From an optimization exercise on the open Yosys and OpenROAD flow, aimed at small area, a short achievable clock period and few clock cycles per item; shortcuts taken in it are not production practice. Power figures rest on the tool's default switching activity, not on a simulated workload.

## job 3867
==> flow/design.v <==
`timescale 1ns/1ps
package pkt_lkp_pkg;
    localparam int LKP_INFO_W     = 20;
    localparam int ODR_ID_W       = 3;
    localparam int PAYLOAD_W      = 64;
    localparam int REQ_ID_W       = 10;
    localparam int ROB_DEPTH      = 8;
    localparam int ROB_IDX_W      = 3;
    localparam int LKP_FIFO_DEPTH = 4;
    localparam int LKP_FIFO_IDX_W = 2;
    localparam int PKT_META_W     = 1 + LKP_INFO_W + ODR_ID_W + 1;
    localparam int LKP_REQ_W      = LKP_INFO_W + REQ_ID_W;
    typedef logic [LKP_INFO_W-1:0] lkp_info_t;
    typedef logic [ODR_ID_W-1:0]   odr_id_t;
    typedef logic [PAYLOAD_W-1:0]  payload_t;
    typedef logic [REQ_ID_W-1:0]   req_id_t;
    typedef logic [ROB_IDX_W-1:0]  rob_idx_t;
    typedef struct packed {
        logic      lkp_en;
        lkp_info_t lkp_info;
        odr_id_t   odr_id;
        logic      so;
    } pkt_meta_t;
    typedef struct packed {
        lkp_info_t info;
        req_id_t   req_id;
    } lkp_req_t;
    typedef struct packed {
        lkp_info_t rslt;
        odr_id_t   odr_id;
        logic      so;
        payload_t  payload;
    } out_pkt_t;
endpackage
`timescale 1ns/1ps
module pkt_lkp_top
(
    input  logic      clk,
    input  logic      rst_i,
    input  logic      b2c_pkt_vld_i,
    input  logic      b2c_pkt_lkp_en_i,
    input  pkt_lkp_pkg::lkp_info_t b2c_pkt_lkp_info_i,
    input  pkt_lkp_pkg::odr_id_t   b2c_pkt_odr_id_i,
    input  logic      b2c_pkt_so_i,
    input  pkt_lkp_pkg::payload_t  b2c_pkt_payload_i,
    output logic      c2b_pkt_rdy_o,
    output logic      c2a_lkp_vld_o,
    output pkt_lkp_pkg::lkp_info_t c2a_lkp_info_o,
    output pkt_lkp_pkg::req_id_t   c2a_lkp_req_id_o,
    input  logic      a2c_lkp_rdy_i,
    input  logic      a2c_lkp_rsp_vld_i,
    input  pkt_lkp_pkg::req_id_t   a2c_lkp_rsp_id_i,
    input  pkt_lkp_pkg::lkp_info_t a2c_lkp_rslt_i,
    output logic      c2d_pkt_vld_o,
    output pkt_lkp_pkg::lkp_info_t c2d_pkt_lkp_rslt_o,
    output pkt_lkp_pkg::odr_id_t   c2d_pkt_odr_id_o,
    output logic      c2d_pkt_so_o,
    output pkt_lkp_pkg::payload_t  c2d_pkt_payload_o,
    input  logic      d2c_pkt_rdy_i
);
    localparam int N      = 4;
    localparam int IW     = 2;
    localparam int TW     = IW + 1;
    localparam int RW     = pkt_lkp_pkg::LKP_INFO_W;
    localparam int DW     = pkt_lkp_pkg::ODR_ID_W + 1 + pkt_lkp_pkg::PAYLOAD_W;
    logic [IW-1:0] head_q, tail_q, head_inc, tail_inc;
    logic          head_w_q, tail_w_q;
    logic [N-1:0]  tail_oh_q;
    logic [N-1:0]  head_oh_q;
    logic [TW-1:0] head_tag, tail_tag;
    logic          full_q, full_d;
    logic          rdy_q;
    logic          rdy;
    logic          accept, load;
    logic          slots_busy;
    assign head_inc = (head_q == IW'(N-1)) ? '0 : head_q + 1'b1;
    assign tail_inc = (tail_q == IW'(N-1)) ? '0 : tail_q + 1'b1;
    assign head_tag = {head_w_q, head_q};
    assign tail_tag = {tail_w_q, tail_q};
    assign slots_busy = full_q || (head_q != tail_q);
    logic          req_push;
    logic          req_block_d;
    assign rdy           = rdy_q;
    assign c2b_pkt_rdy_o = rdy;
    assign accept        = b2c_pkt_vld_i && rdy;
    assign req_push      = accept && b2c_pkt_lkp_en_i;
    logic          req_vld_q, req_vld_d;
    logic          req_idle_q;
    logic [RW-1:0] req_info_q;
    logic [TW-1:0] req_tag_q;
    logic          req_direct;
    assign req_direct       = b2c_pkt_vld_i && b2c_pkt_lkp_en_i && rdy;
    assign c2a_lkp_vld_o    = req_vld_q || req_direct;
    assign c2a_lkp_info_o   = req_info_q | (b2c_pkt_lkp_info_i & {RW{req_idle_q}});
    assign c2a_lkp_req_id_o = pkt_lkp_pkg::REQ_ID_W'(req_tag_q | (tail_tag & {TW{req_idle_q}}));
    always_comb
    begin
        req_vld_d = req_vld_q;
        if (req_push)
            req_vld_d = !(req_direct && a2c_lkp_rdy_i);
        else if (a2c_lkp_rdy_i)
            req_vld_d = 1'b0;
    end
    assign req_block_d = req_vld_d;
    always_ff @(posedge clk)
    begin
        if (rst_i)
        begin
            req_vld_q  <= 1'b0;
            req_idle_q <= 1'b1;
        end
        else
        begin
            req_vld_q  <= req_vld_d;
            req_idle_q <= !req_vld_d;
        end
    end
    always_ff @(posedge clk)
    begin
        if (rst_i || !req_vld_d)
        begin
            req_info_q <= '0;
            req_tag_q  <= '0;
        end
        else if (!req_vld_q)
        begin
            req_info_q <= b2c_pkt_lkp_info_i;
            req_tag_q  <= tail_tag;
        end
    end
    logic [DW-1:0] data_q [N];
    logic [RW-1:0] rslt_q [N];
    logic [N-1:0]  lkp_q;
    logic [N-1:0]  done_q;
    logic [IW-1:0] rsp_idx;
    logic          head_done;
    logic          head_rsp;
    logic          out_rsp;
    logic          out_full_q, out_done_q, out_full_d, out_done_d;
    logic [TW-1:0] out_tag_q;
    logic          out_free;
    logic          vld_d;
    assign rsp_idx   = a2c_lkp_rsp_id_i[IW-1:0];
    logic [DW-1:0] head_data;
    logic [RW-1:0] head_rslt;
    always_comb
    begin
        head_data = '0;
        head_rslt = '0;
        for (int i = 0; i < N; i++)
        begin
            head_data = head_data | (data_q[i] & {DW{head_oh_q[i]}});
            head_rslt = head_rslt | (rslt_q[i] & {RW{head_oh_q[i] & lkp_q[i]}});
        end
    end
    assign head_done = |(done_q & head_oh_q);
    assign head_rsp  = a2c_lkp_rsp_vld_i && (a2c_lkp_rsp_id_i[TW-1:0] == head_tag);
    assign out_rsp   = a2c_lkp_rsp_vld_i && out_full_q && !out_done_q &&
                       (a2c_lkp_rsp_id_i[TW-1:0] == out_tag_q);
    logic [N-1:0]  gen_q;
    logic [N-1:0]  slot_wr;
    always_comb
        for (int i = 0; i < N; i++)
            slot_wr[i] = a2c_lkp_rsp_vld_i && (rsp_idx == IW'(i)) &&
                         (a2c_lkp_rsp_id_i[IW] == gen_q[i]);
    assign out_free  = !out_full_q || (c2d_pkt_vld_o && d2c_pkt_rdy_i);
    assign load      = out_free && slots_busy;
    always_ff @(posedge clk)
    begin
        for (int i = 0; i < N; i++)
        begin
            if (accept && tail_oh_q[i])
            begin
                data_q[i] <= {b2c_pkt_odr_id_i, b2c_pkt_so_i, b2c_pkt_payload_i};
                lkp_q[i]  <= b2c_pkt_lkp_en_i;
                gen_q[i]  <= tail_w_q;
            end
            if (slot_wr[i])
                rslt_q[i] <= a2c_lkp_rslt_i;
        end
    end
    always_comb
    begin
        full_d = full_q;
        if (accept && !load)
            full_d = (tail_inc == head_q);
        else if (load && !accept)
            full_d = 1'b0;
    end
    always_ff @(posedge clk)
    begin
        if (rst_i)
        begin
            head_q   <= '0;
            head_oh_q <= N'(1);
            tail_q   <= '0;
            tail_oh_q <= N'(1);
            head_w_q <= 1'b0;
            tail_w_q <= 1'b0;
            full_q   <= 1'b0;
            rdy_q    <= 1'b0;
            done_q   <= '0;
        end
        else
        begin
            full_q <= full_d;
            rdy_q  <= !full_d && !req_block_d;
            done_q <= done_q | slot_wr;
            if (load)
            begin
                done_q[head_q] <= 1'b0;
                head_q         <= head_inc;
                head_oh_q      <= {head_oh_q[N-2:0], head_oh_q[N-1]};
                if (head_q == IW'(N-1))
                    head_w_q <= !head_w_q;
            end
            if (accept)
            begin
                done_q[tail_q] <= !b2c_pkt_lkp_en_i;
                tail_q         <= tail_inc;
                tail_oh_q      <= {tail_oh_q[N-2:0], tail_oh_q[N-1]};
                if (tail_q == IW'(N-1))
                    tail_w_q <= !tail_w_q;
            end
        end
    end
    logic [RW-1:0] out_rslt;
    assign out_rslt = (load && head_done) ? head_rslt : a2c_lkp_rslt_i;
    always_comb
    begin
        out_full_d = out_full_q;
        out_done_d = out_done_q;
        if (load)
        begin
            out_full_d = 1'b1;
            out_done_d = head_done || head_rsp;
        end
        else
        begin
            if (c2d_pkt_vld_o && d2c_pkt_rdy_i)
                out_full_d = 1'b0;
            if (out_rsp)
                out_done_d = 1'b1;
        end
    end
    assign vld_d = out_full_d && out_done_d;
    always_ff @(posedge clk)
    begin
        if (rst_i)
        begin
            out_full_q    <= 1'b0;
            out_done_q    <= 1'b0;
            c2d_pkt_vld_o <= 1'b0;
        end
        else
        begin
            out_full_q    <= out_full_d;
            out_done_q    <= out_done_d;
            c2d_pkt_vld_o <= vld_d;
        end
    end
    always_ff @(posedge clk)
    begin
        if (load)
            out_tag_q <= head_tag;
    end
    always_ff @(posedge clk)
    begin
        if (rst_i)
        begin
            {c2d_pkt_odr_id_o, c2d_pkt_so_o, c2d_pkt_payload_o} <= '0;
            c2d_pkt_lkp_rslt_o <= '0;
        end
        else
        begin
            if (load)
                {c2d_pkt_odr_id_o, c2d_pkt_so_o, c2d_pkt_payload_o} <= head_data;
            if (load || out_rsp)
                c2d_pkt_lkp_rslt_o <= out_rslt;
        end
    end
endmodule
==> flow/config.mk <==
export PLATFORM = sky130hd
export DESIGN_NAME = pkt_lkp_top
export DESIGN_NICKNAME = pkt_lkp_top
export VERILOG_FILES = /design/flow/design.v
export SDC_FILE = /design/flow/constraint.sdc
export NUM_CORES = 4
export LEC_CHECK = 0
export CAP_MARGIN = 20
export CORE_MARGIN = 2
export CORE_UTILIZATION = 40
export CTS_CLUSTER_DIAMETER = 80
export CTS_CLUSTER_SIZE = 22
export SETUP_SLACK_MARGIN = 2.0
export SLEW_MARGIN = 20
export TNS_END_PERCENT = 100
==> flow/constraint.sdc <==
create_clock -name core_clock -period 4.0 [get_ports {clk}]
set_input_delay 0.8000 -clock core_clock [delete_from_list [all_inputs] [get_ports {clk}]]
set_output_delay 0.8000 -clock core_clock [all_outputs]
set_load 0.01 [all_outputs]
standard.sh (not shown) runs the stock make flow with config.mk's settings and CLKGATE_MAP_FILE= SYNTH_SCRIPT=/design/flow/synth_recipe.tcl, a recipe that flattens the netlist after the stock synthesis.
==> flow/flow/run.sh <==
#!/bin/bash
# Standard layout, with plain buffers on the ports and footprint-free resizing.
set -euo pipefail
bash standard.sh MATCH_CELL_FOOTPRINT=0 "BUFFER_PORTS_ARGS=-buffer_cell sky130_fd_sc_hd__buf_1" finish > make_finish.log 2>&1
Having completed the whole flow, job 3867 delivered a layout that passed the timing, DRC and antenna checks.
> inputs changed (job 3867 -> job 355)
--- a/flow/design.v
+++ b/flow/design.v
@@ -68,22 +68,23 @@
     logic [N-1:0]  tail_oh_q;
     logic [N-1:0]  head_oh_q;
     logic [TW-1:0] head_tag, tail_tag;
     logic          full_q, full_d;
     logic          rdy_q;
     logic          rdy;
+    logic          pred_q;
     logic          accept, load;
     logic          slots_busy;
     assign head_inc = (head_q == IW'(N-1)) ? '0 : head_q + 1'b1;
     assign tail_inc = (tail_q == IW'(N-1)) ? '0 : tail_q + 1'b1;
     assign head_tag = {head_w_q, head_q};
     assign tail_tag = {tail_w_q, tail_q};
     assign slots_busy = full_q || (head_q != tail_q);
     logic          req_push;
     logic          req_block_d;
-    assign rdy           = rdy_q;
+    assign rdy           = rdy_q || (pred_q && d2c_pkt_rdy_i);
     assign c2b_pkt_rdy_o = rdy;
     assign accept        = b2c_pkt_vld_i && rdy;
     assign req_push      = accept && b2c_pkt_lkp_en_i;
     logic          req_vld_q, req_vld_d;
     logic          req_idle_q;
     logic [RW-1:0] req_info_q;
@@ -196,18 +197,20 @@
             tail_q   <= '0;
             tail_oh_q <= N'(1);
             head_w_q <= 1'b0;
             tail_w_q <= 1'b0;
             full_q   <= 1'b0;
             rdy_q    <= 1'b0;
+            pred_q   <= 1'b0;
             done_q   <= '0;
         end
         else
         begin
             full_q <= full_d;
             rdy_q  <= !full_d && !req_block_d;
+            pred_q <= full_d && vld_d && !req_block_d;
             done_q <= done_q | slot_wr;
             if (load)
             begin
                 done_q[head_q] <= 1'b0;
                 head_q         <= head_inc;
                 head_oh_q      <= {head_oh_q[N-2:0], head_oh_q[N-1]};
## What came out
Across both runs, sequential cell fraction of total power was lower for job 355 than for job 3867.
Comparing job 3867 and job 355, synthesized-area fraction occupied by ao, oa, aoi and oai cells is lower on job 3867.
Compared with job 3867, in job 355 worst hold margin rose by 0.0066 ns; number of gates resized after CTS moved up.
Relative to job 3867, the final critical-path required period of job 355 is higher by 0.028 ns.
Critical path depth was higher in job 355 than in job 3867.
Total clock buffers created by CTS for job 355: 3.6% up relative to job 3867
Job 355 vs job 3867 on synthesized cell count: job 355 is the higher one.
Against job 3867, job 355 reports a data arrival time of the critical path that is higher.
Lower critical path buffer and inverter count among job 3867 and job 355: job 3867
No functional check of the RTL was part of any run of this note.

-- static timing again, ports no longer ideal --
The flow's constraints put no driver on any port. The routed layouts listed below were extracted and timed again, unchanged, in two steps.
Step 1: set_driving_cell puts a clkbuf_16 on clk and a buf_2 on each other input, an assumption about the parent block.
Step 2 adds t to the input delays and takes it off the output delays; t is the mean of the earliest and latest rising clock arrival at the registers after step 1. Input paths then give back, and output paths get back, about the clock's delay inside the block.
Three values: no drivers, after step 1, after step 2; two values: the first two.
run | shift t [ns] | setup WS [ns] | worst setup path after step 2 | clock arrival spread, ns | pins driven straight from the clock port
job 3867 | 0.639 | 1.776 / 1.724 / 1.481 | input to register | 0.040 / 0.040 | 1
job 355 | 0.641 | 1.749 / 1.703 / 1.549 | input to register | 0.031 / 0.031 | 1
After both steps every run listed still meets setup and hold. The setup slack of job 3867, which loses most, moves by -0.052 ns with the drivers and by -0.295 ns with both steps.
